This is an optimization exercise on Yosys and OpenROAD, whose aim is a short achievable clock period and few clock cycles per item, not a production implementation. The RTL was checked by simulation tests, not by an equivalence proof against the original design. No activity file was given, so power comes from the tool's default toggle rates.

File: flow/run.sh
#!/bin/bash
# synth_recipe.tcl (not shown) runs the flow's synth.tcl, then flattens the netlist and writes it again
# the make line also repeats each setting of config.mk as NAME=value (left out here)
make -C /OpenROAD-flow-scripts/flow DESIGN_CONFIG=/design/flow/config.mk WORK_HOME=/design/flow/orfs CLKGATE_MAP_FILE= SYNTH_SCRIPT=/design/flow/synth_recipe.tcl finish
File: flow/config.mk
export PLATFORM = sky130hd
export DESIGN_NAME = rv_core
export DESIGN_NICKNAME = rv_core
export VERILOG_FILES = /design/flow/design.v
export SDC_FILE = /design/flow/constraint.sdc
export NUM_CORES = 4
export LEC_CHECK = 0
export CAP_MARGIN = 40
export CORE_MARGIN = 2
export CORE_UTILIZATION = 30
export SLEW_MARGIN = 20
File: flow/constraint.sdc
create_clock -name core_clock -period 5.5 [get_ports {clk}]
set_input_delay 1.1000 -clock core_clock [delete_from_list [all_inputs] [get_ports {clk}]]
set_output_delay 1.1000 -clock core_clock [all_outputs]
set_load 0.01 [all_outputs]
File: flow/design.v
package rv_pkg;
	typedef logic [32-1:0]   word_t;
	typedef logic [5-1:0] reg_idx_t;
	typedef enum logic [3:0] {
		ALU_ADD = 4'd0,
		ALU_SUB = 4'd1,
		ALU_AND = 4'd2,
		ALU_OR  = 4'd3,
		ALU_XOR = 4'd4,
		ALU_SLT = 4'd5,
		ALU_SLL = 4'd6,
		ALU_SRL = 4'd7,
		ALU_SRA = 4'd8
	} alu_op_e;
	typedef enum logic {
		WB_ALU = 1'b0,
		WB_MEM = 1'b1
	} wb_src_e;
	typedef struct packed {
		reg_idx_t rs1;
		reg_idx_t rs2;
		reg_idx_t rd;
		word_t    op_a;
		word_t    op_b;
		word_t    imm;
		logic     use_imm;
		alu_op_e  alu_op;
		logic     reg_write;
		logic     mem_read;
		logic     mem_write;
		wb_src_e  wb_src;
	} id_ex_t;
	typedef struct packed {
		reg_idx_t rd;
		word_t    alu;
		word_t    store_data;
		logic     reg_write;
		logic     mem_read;
		logic     mem_write;
		wb_src_e  wb_src;
	} ex_me_t;
	typedef struct packed {
		reg_idx_t rd;
		word_t    alu;
		word_t    load_data;
		logic     reg_write;
		wb_src_e  wb_src;
	} me_wb_t;
	typedef struct packed {
		logic     valid;
		reg_idx_t rd;
		word_t    data;
	} wb_t;
	typedef struct packed {
		logic                ren;
		logic                wen;
		logic [32-3:0] addr;
		word_t               wdata;
	} dmem_req_t;
endpackage
`timescale 1ns/100ps
module rv_stage_reg #(
	parameter int W = 1
) (
	input  logic         clk,
	input  logic         rst_n,
	input  logic         i_hold,
	input  logic         i_bubble,
	input  logic [W-1:0] i_d,
	output logic [W-1:0] o_q
);
	always_ff @(posedge clk or negedge rst_n) begin
		if (!rst_n) begin
			o_q <= '0;
		end else if (i_hold) begin
			o_q <= o_q;
		end else if (i_bubble) begin
			o_q <= '0;
		end else begin
			o_q <= i_d;
		end
	end
endmodule
`timescale 1ns/100ps
module rv_regfile (
	input  logic             clk,
	input  logic             rst_n,
	input  rv_pkg::wb_t      i_wb,
	input  rv_pkg::reg_idx_t i_rs1,
	input  rv_pkg::reg_idx_t i_rs2,
	output rv_pkg::word_t    o_rd1,
	output rv_pkg::word_t    o_rd2
);
	localparam int NREGS = 2 ** 5;
	logic [32-1:0] regs [1:NREGS-1];
	function automatic logic [32-1:0] read_port(input logic [5-1:0] idx);
		if (idx == '0) begin
			read_port = '0;
		end else if (i_wb.valid && i_wb.rd == idx) begin
			read_port = i_wb.data;
		end else begin
			read_port = regs[idx];
		end
	endfunction
	always_comb begin
		o_rd1 = read_port(i_rs1);
		o_rd2 = read_port(i_rs2);
	end
	always_ff @(posedge clk or negedge rst_n) begin
		if (!rst_n) begin
			for (int i = 1; i < NREGS; i++) begin
				regs[i] <= '0;
			end
		end else if (i_wb.valid && i_wb.rd != '0) begin
			regs[i_wb.rd] <= i_wb.data;
		end
	end
endmodule
`timescale 1ns/100ps
module rv_decode (
	input  logic           clk,
	input  logic           rst_n,
	input  logic           i_inst_valid,
	input  rv_pkg::word_t  i_inst,
	input  logic           i_hold,
	input  rv_pkg::id_ex_t i_ex,
	input  rv_pkg::wb_t    i_wb,
	output logic           o_inst_ready,
	output rv_pkg::id_ex_t o_id_ex,
	output logic           o_load_stall
);
	rv_pkg::word_t      inst_id;
	logic [6:0] opcode;
	logic [2:0] funct3;
	logic [6:0] funct7;
	rv_pkg::reg_idx_t   rs1;
	rv_pkg::reg_idx_t   rs2;
	rv_pkg::reg_idx_t   rd;
	rv_pkg::word_t      rs1_val;
	rv_pkg::word_t      rs2_val;
	rv_pkg::word_t      imm_i;
	rv_pkg::word_t      imm_s;
	logic       alt;
	logic       alu_ok;
	logic       supported;
	rv_pkg::alu_op_e    alu_op;
	rv_pkg::id_ex_t     ctrl;
	assign o_inst_ready = !i_hold && !o_load_stall;
	always_ff @(posedge clk or negedge rst_n) begin
		if (!rst_n) begin
			inst_id <= 32'h0000_0013;
		end else if (o_inst_ready) begin
			inst_id <= i_inst_valid ? i_inst : 32'h0000_0013;
		end
	end
	assign opcode = inst_id[6:0];
	assign rd     = inst_id[11:7];
	assign funct3 = inst_id[14:12];
	assign rs1    = inst_id[19:15];
	assign rs2    = inst_id[24:20];
	assign funct7 = inst_id[31:25];
	assign imm_i  = {{20{inst_id[31]}}, inst_id[31:20]};
	assign imm_s  = {{20{inst_id[31]}}, inst_id[31:25], inst_id[11:7]};
	assign alt    = (funct7 == 7'b0100000);
	rv_regfile regfile0 (
		.clk   (clk),
		.rst_n (rst_n),
		.i_wb  (i_wb),
		.i_rs1 (rs1),
		.i_rs2 (rs2),
		.o_rd1 (rs1_val),
		.o_rd2 (rs2_val)
	);
	always_comb begin
		alu_op = rv_pkg::ALU_ADD;
		alu_ok = 1'b1;
		case (funct3)
			3'b000: alu_op = (opcode == 7'b0110011 && alt) ? rv_pkg::ALU_SUB : rv_pkg::ALU_ADD;
			3'b001: alu_op = rv_pkg::ALU_SLL;
			3'b010: alu_op = rv_pkg::ALU_SLT;
			3'b100: alu_op = rv_pkg::ALU_XOR;
			3'b101: alu_op = alt ? rv_pkg::ALU_SRA : rv_pkg::ALU_SRL;
			3'b110:  alu_op = rv_pkg::ALU_OR;
			3'b111: alu_op = rv_pkg::ALU_AND;
			default:    alu_ok = 1'b0;
		endcase
	end
	always_comb begin
		ctrl         = '0;
		supported    = 1'b1;
		ctrl.rs1     = rs1;
		ctrl.rd      = rd;
		ctrl.op_a    = rs1_val;
		ctrl.op_b    = rs2_val;
		ctrl.imm     = imm_i;
		ctrl.use_imm = 1'b1;
		case (opcode)
			7'b0110011: begin
				ctrl.rs2       = rs2;
				ctrl.use_imm   = 1'b0;
				ctrl.alu_op    = alu_op;
				ctrl.reg_write = 1'b1;
				supported      = alu_ok;
			end
			7'b0010011: begin
				ctrl.alu_op    = alu_op;
				ctrl.reg_write = 1'b1;
				supported      = alu_ok;
			end
			7'b0000011: begin
				ctrl.reg_write = 1'b1;
				ctrl.mem_read  = 1'b1;
				ctrl.wb_src    = rv_pkg::WB_MEM;
				supported      = (funct3 == 3'b010);
			end
			7'b0100011: begin
				ctrl.rs2       = rs2;
				ctrl.rd        = '0;
				ctrl.imm       = imm_s;
				ctrl.mem_write = 1'b1;
				supported      = (funct3 == 3'b010);
			end
			default: supported = 1'b0;
		endcase
	end
	assign o_id_ex = supported ? ctrl : '0;
	assign o_load_stall = i_ex.mem_read && (i_ex.rd != '0) &&
		((i_ex.rd == o_id_ex.rs1) || (i_ex.rd == o_id_ex.rs2));
endmodule
`timescale 1ns/100ps
module rv_execute (
	input  rv_pkg::id_ex_t i_ex,
	input  rv_pkg::ex_me_t i_me,
	input  rv_pkg::wb_t    i_wb,
	output rv_pkg::ex_me_t o_ex_me
);
	rv_pkg::word_t src_a;
	rv_pkg::word_t src_b;
	rv_pkg::word_t opnd_b;
	rv_pkg::word_t alu_out;
	function automatic logic [31:0] forward(
		input logic [4:0]  rs,
		input logic [31:0] reg_val,
		input logic        me_write,
		input logic [4:0]  me_rd,
		input logic [31:0] me_alu,
		input logic        wb_valid,
		input logic [4:0]  wb_rd,
		input logic [31:0] wb_data
	);
		forward = reg_val;
		if (rs != '0 && me_write && me_rd == rs) begin
			forward = me_alu;
		end else if (wb_valid && wb_rd == rs) begin
			forward = wb_data;
		end
	endfunction
	assign src_a  = forward(i_ex.rs1, i_ex.op_a, i_me.reg_write, i_me.rd, i_me.alu,
		i_wb.valid, i_wb.rd, i_wb.data);
	assign src_b  = forward(i_ex.rs2, i_ex.op_b, i_me.reg_write, i_me.rd, i_me.alu,
		i_wb.valid, i_wb.rd, i_wb.data);
	assign opnd_b = i_ex.use_imm ? i_ex.imm : src_b;
	always_comb begin
		case (i_ex.alu_op)
			rv_pkg::ALU_ADD: alu_out = src_a + opnd_b;
			rv_pkg::ALU_SUB: alu_out = src_a - opnd_b;
			rv_pkg::ALU_AND: alu_out = src_a & opnd_b;
			rv_pkg::ALU_OR:  alu_out = src_a | opnd_b;
			rv_pkg::ALU_XOR: alu_out = src_a ^ opnd_b;
			rv_pkg::ALU_SLT: alu_out = ($signed(src_a) < $signed(opnd_b)) ? 32'd1 : '0;
			rv_pkg::ALU_SLL: alu_out = src_a << opnd_b[4:0];
			rv_pkg::ALU_SRL: alu_out = src_a >> opnd_b[4:0];
			rv_pkg::ALU_SRA: alu_out = $signed(src_a) >>> opnd_b[4:0];
			default: alu_out = '0;
		endcase
	end
	always_comb begin
		o_ex_me            = '0;
		o_ex_me.rd         = i_ex.rd;
		o_ex_me.alu        = alu_out;
		o_ex_me.store_data = src_b;
		o_ex_me.reg_write  = i_ex.reg_write;
		o_ex_me.mem_read   = i_ex.mem_read;
		o_ex_me.mem_write  = i_ex.mem_write;
		o_ex_me.wb_src     = i_ex.wb_src;
	end
endmodule
`timescale 1ns/100ps
module rv_result (
	input  rv_pkg::ex_me_t    i_me,
	input  rv_pkg::me_wb_t    i_wb_in,
	input  rv_pkg::word_t     i_dmem_rdata,
	input  logic              i_dmem_stall,
	output rv_pkg::dmem_req_t o_dmem,
	output rv_pkg::me_wb_t    o_me_wb,
	output rv_pkg::wb_t       o_wb
);
	always_comb begin
		o_dmem       = '0;
		o_dmem.ren   = i_me.mem_read;
		o_dmem.wen   = i_me.mem_write;
		o_dmem.addr  = i_me.alu[32-1:2];
		o_dmem.wdata = i_me.store_data;
	end
	always_comb begin
		o_me_wb           = '0;
		o_me_wb.rd        = i_me.rd;
		o_me_wb.alu       = i_me.alu;
		o_me_wb.load_data = i_dmem_rdata;
		o_me_wb.reg_write = i_me.reg_write;
		o_me_wb.wb_src    = i_me.wb_src;
	end
	always_comb begin
		o_wb       = '0;
		o_wb.valid = i_wb_in.reg_write && (i_wb_in.rd != '0) && !i_dmem_stall;
		o_wb.rd    = i_wb_in.rd;
		o_wb.data  = (i_wb_in.wb_src == rv_pkg::WB_MEM) ? i_wb_in.load_data : i_wb_in.alu;
	end
endmodule
`timescale 1ns/100ps
module rv_core (
	input  logic        clk,
	input  logic        rst_n,
	input  logic        i_inst_valid,
	input  logic [31:0] i_inst,
	output logic        o_inst_ready,
	output logic        o_dmem_ren,
	output logic        o_dmem_wen,
	output logic [29:0] o_dmem_addr,
	output logic [31:0] o_dmem_wdata,
	input  logic [31:0] i_dmem_rdata,
	input  logic        i_dmem_stall,
	output logic        o_wb_valid,
	output logic [4:0]  o_wb_rd,
	output logic [31:0] o_wb_data
);
	rv_pkg::dmem_req_t o_dmem;
	rv_pkg::wb_t       o_wb;
	assign o_dmem_ren   = o_dmem.ren;
	assign o_dmem_wen   = o_dmem.wen;
	assign o_dmem_addr  = o_dmem.addr;
	assign o_dmem_wdata = o_dmem.wdata;
	assign o_wb_valid   = o_wb.valid;
	assign o_wb_rd      = o_wb.rd;
	assign o_wb_data    = o_wb.data;
	rv_pkg::id_ex_t id_ex_d;
	rv_pkg::id_ex_t id_ex_q;
	rv_pkg::ex_me_t ex_me_d;
	rv_pkg::ex_me_t ex_me_q;
	rv_pkg::me_wb_t me_wb_d;
	rv_pkg::me_wb_t me_wb_q;
	logic   load_stall;
	rv_decode decode0 (
		.clk          (clk),
		.rst_n        (rst_n),
		.i_inst_valid (i_inst_valid),
		.i_inst       (i_inst),
		.i_hold       (i_dmem_stall),
		.i_ex         (id_ex_q),
		.i_wb         (o_wb),
		.o_inst_ready (o_inst_ready),
		.o_id_ex      (id_ex_d),
		.o_load_stall (load_stall)
	);
	rv_stage_reg #(.W($bits(id_ex_d))) id_ex_reg0 (
		.clk      (clk),
		.rst_n    (rst_n),
		.i_hold   (i_dmem_stall),
		.i_bubble (load_stall),
		.i_d      (id_ex_d),
		.o_q      (id_ex_q)
	);
	rv_execute execute0 (
		.i_ex    (id_ex_q),
		.i_me    (ex_me_q),
		.i_wb    (o_wb),
		.o_ex_me (ex_me_d)
	);
	rv_stage_reg #(.W($bits(ex_me_d))) ex_me_reg0 (
		.clk      (clk),
		.rst_n    (rst_n),
		.i_hold   (i_dmem_stall),
		.i_bubble (1'b0),
		.i_d      (ex_me_d),
		.o_q      (ex_me_q)
	);
	rv_result result0 (
		.i_me         (ex_me_q),
		.i_wb_in      (me_wb_q),
		.i_dmem_rdata (i_dmem_rdata),
		.i_dmem_stall (i_dmem_stall),
		.o_dmem       (o_dmem),
		.o_me_wb      (me_wb_d),
		.o_wb         (o_wb)
	);
	rv_stage_reg #(.W($bits(me_wb_d))) me_wb_reg0 (
		.clk      (clk),
		.rst_n    (rst_n),
		.i_hold   (i_dmem_stall),
		.i_bubble (1'b0),
		.i_d      (me_wb_d),
		.o_q      (me_wb_q)
	);
endmodule
==> run summary <==
==> metrics by stage <==
stage	total power, W	setup WS (ns)	hold slack [ns]	setup TNS [ns]	utilization (%)
after global placement	0.0137	-0.240	0.475	-1.82	33.9
after CTS	0.0238	0.191	0.151	0	36.4
after detailed placement	0.0137	-0.261	0.474	-1.93	34.3
after global routing	0.0246	0.0314	0.171	0	36.6
final	0.0240	0.260	0.160	0	36.6
after floorplan	0.0115	-0.0253	0.452	-0.0253	-
==> synthesized netlist by cell type, drive strengths merged, types with 13 or more instances <==
| cell type | count |
|---|---|
| a22oi | 579 |
| or4 | 25 |
| o221ai | 13 |
| clkbuf | 622 |
| a221oi | 169 |
| nor2 | 816 |
| nand2 | 729 |
| o31ai | 40 |
| nand3 | 128 |
| nor4 | 61 |
| nor2b | 17 |
| mux2 | 140 |
| a21o | 28 |
| inv | 135 |
| o21ai | 686 |
| o211ai | 60 |
| a31oi | 50 |
| xor2 | 20 |
| dfrtp | 1263 |
| a22o | 202 |
| nand2b | 23 |
| mux2i | 77 |
| a211oi | 25 |
| a21oi | 850 |
| a222oi | 64 |
| o22ai | 24 |
| nand4 | 176 |
| nor3 | 151 |
| o21a | 25 |
| ha | 97 |
| or3 | 30 |
| buf | 159 |
| xnor2 | 27 |
==> repair_timing <==
item / in CTS / in global routing
endpoints found under the setup margin: 0 / 11
setup buffers: 0 / 1
resized for setup: 0 / 4
hold buffers: 0 / 0
==> sequential cells by signal (all words and copies together) (netlist names) <==
register               count
decode0.inst_id           32
decode0.regfile0.regs    992
ex_me_reg0.o_q            72
id_ex_reg0.o_q            99
me_wb_reg0.o_q            71
==> logic make-up (layout without fill, tap and decap cells) <==
logic type	after synthesis	in the layout	share of synthesized area [%]
AO/OA/AOI/OAI	2937	2937	27.9
AND/OR/NAND/NOR	2206	2206	14.2
flip-flops	1266	1266	46.3
buffers and inverters	917	1240	5.58
multiplexers	220	220	3.54
adder cells (fa/ha/maj)	99	99	1.83
XOR/XNOR	47	47	0.602
other	0	18	0
==> worst max-delay path, stage by stage (launching register included) <==
cell and delay (ns):
dfrtp_1 0.43, xnor2_1 0.18, nand3_1 0.18, nor3_4 0.60
nor2_2 0.22, a221oi_2 0.34, ha_1 0.33, a21o_1 0.20
and2_1 0.17, a2111oi_1 0.55, buf_4 0.21, o21ai_1 0.06
buf_4 0.17, a31o_2 0.30, a2111oi_2 0.51, o41ai_1 0.15
xnor2_1 0.14, a22oi_1 0.19, a31oi_1 0.10
==> where the power goes <==
part | switching (W) | internal [W]
clock | 0.00434 | 0.00587
sequential | 0.000259 | 0.00946
combinational | 0.00281 | 0.00130
==> cell type report <==
| class | instances | area [sq um] | area share [%] |
|---|---|---|---|
| repair buffers | 847 | 8100 | 9.75 |
| flip-flops and latches | 1266 | 31700 | 38.1 |
| well taps | 3009 | 3760 | 4.53 |
| inverters | 136 | 515 | 0.620 |
| clock buffers | 198 | 4060 | 4.88 |
| clock inverters | 59 | 877 | 1.06 |
| diodes | 18 | 45.0 | 0.0542 |
| multi-input cells | 5509 | 34100 | 41.0 |
==> routing by layer <==
layer | track usage [%] | up-vias
met3 | 13.1 | 1795
met4 | 17.2 | 32
li1 | - | 28787
met2 | 44.7 | 6051
met5 | 0.186 | -
met1 | 40.7 | 34845
==> worst max path at each step <==
stage / depth (start not counted) / end
floorplan: 23 / ex_me_reg0.o_q[36]$_DFFE_PN0N_
CTS: 20 / ex_me_reg0.o_q[36]$_DFFE_PN0N_
detailed placement: 22 / ex_me_reg0.o_q[36]$_DFFE_PN0N_
global placement: 20 / ex_me_reg0.o_q[67]$_DFFE_PN0N_
global route: 17 / ex_me_reg0.o_q[55]$_DFFE_PN0N_
finish: 18 / ex_me_reg0.o_q[67]$_DFFE_PN0N_
==> parameters.txt <==
Parameter                              Value

Outcome
  Status  no timing/DRC/antenna violations

STA
  Transition time of the tightest slew-check pin    1.03 ns
  Headroom to the max-slew limit    31.0%
  Min Clock Period, post-route    5.24 ns
  RSZ-0062 raised after global routing    false
  Fraction of the cycle the final worst path needs    95.3%
  Maximum clock frequency    191 MHz
  Final Max Slew Viols    0
  Final setup fails    0
  Final-report hold violation count    0
  Largest clock skew in the final design    0.0652 ns

Global route
  Total overflow reported by the global router    0
  Global-route wire length before repair    526000 um
  Overall global routing resource usage    31.6%
  Number of antenna violations at the first check in global routing    36
  Largest net degree at the start of global routing    157
  Number of global-route vias before repair    66826

Power and ir drop
  Static Leakage    35.2 nW
  Total power per unit cell area    289 nW/um^2
  Worst IR drop on VDD    364 uV

Routing
  Pre-antenna DRT Iters    13
  Via count of the routed design    71510
  DRC violation count after routing    0
  Iteration-0 DRC Markers    13135
  DR WL/cell    34.2 um
  Total wirelength of the detailed-routed design    378000 um
  Avg Vias per Cell    6.48
  Number of nets still failing antenna checks after routing    0
  Uppermost signal routing layer after detailed routing    met5
  Met1 WL    142000 um
  Met3 WL post-DR    56300 um
  Met2 wire length    152000 um

Finish
  Final instance area    83100 sq um
  Share of post-route cells with drive strength above 1    15.6%
  Area growth syn-to-layout    21.6%
  Most common cell after layout, fill and taps aside    dfrtp_1
  Total of fill cells in the finished design    22688
  Final net count    8068
  Commonest cells after routing, fill and taps aside    dfrtp_1 (1261), a21oi_1 (843), nor2_1 (741), nand2_1 (716), o21ai_0 (672)
  Final instance count without filler cells    11042

Die
  Vertical extent of the die    481 um
  Width of the die    481 um
  Starting density of the core    30.1%
  Floorplan die area    232000 sq um
  Row cnt    175
  Core box area    227000 sq um
  I/O pin count    171

Yosys
  Post-synth cell types    101
  Share of async-settable or async-resettable flops after synthesis    100%
  Flip-flop and latch count after synthesis    1266
  Proportion of synthesized chip area in sequential cells    46.3%
  Synthesized area divided by synthesized cell count    8.89 sq um
  Yosys warning total    8
  Fraction of post-synthesis cell area in the top cell type by area    46.2%
  Mapped cell area    68400 sq um
  Net count after synthesis    7859
  Number of enable flip-flop cells after synthesis    0
  Dominant register cell in the synthesized netlist    dfrtp_1
  Synth top area cells    dfrtp_1 (46%), a22oi_1 (6.4%), a21oi_1 (6.2%)
  Synth area leader    dfrtp_1
  Gate count after technology mapping    7692

Critical path
  Critical path type    reg2reg
  Setup slack on the worst flop-to-flop path    0.26 ns
  R2R Path End    ex_me_reg0.o_q[67]$_DFFE_PN0N_
  Data arrival time of the critical path    5.90 ns
  CP Launch Point    id_ex_reg0.o_q[110]$_DFFE_PN0N_
  Type of element capturing the critical path    register
  Startpoint Class    register
  Data required time at the worst endpoint    6.16 ns
  Number of cell instances on the worst register-to-register path    18
  Crit path max fanout    11
  Startpoint of the worst register-to-register path    id_ex_reg0.o_q[110]$_DFFE_PN0N_

Placement
  Detailed-placement wirelength estimate    252000 um
  Total of buffers placed on input and output ports    170
  Final GP Congestion    1.04
  Total cell area at the placement stage    77800 sq um
  Inst Count DP    10747

Worst hold path
  Worst hold-check path type    in2async

Clock network
  TritonCTS clock tree    yes
  Clock edge transition at the registers on the reported setup and hold paths    0.06 ns
  # H-tree levels    4
  Total CTS buffers    141
  Root buf cell    clkbuf_16
  Insertion delay to the later sink of the worst-skew pair    0.84 ns
  Count of clock tree sinks    1266
  Bufs on Longest Clock Path    3

Run
  Count of maximum capacitance violations    0
Testbench counts, summed over its fixed seeds: cycles 29,525, instrs 24,000.

## re-timing with driven ports
No port has a modelled driver above. Below, the same layout with a new extraction and two added sets of constraints.
Step 1 sets driving cells, clkbuf_16 on the clock port and buf_2 on the other inputs (assumed; they add their load-dependent delay and slew).
Step 2 adds t to the input delays and takes it off the output delays; t is the mean of the earliest and latest rising clock arrival at the registers after step 1. Input paths then give back, and output paths get back, about the clock's delay inside the block.
a / b / c = ideal / step 1 / step 2; a / b = the first two.
t, ns: 0.907
setup WS [ns]: 0.260 / 0.260 / -0.306
worst setup path at the end: input to register
Met with ideal ports but missed after step 2: setup timing in this run. The setup slack of this run moves by 0.000 ns with the drivers and by -0.566 ns with both steps.
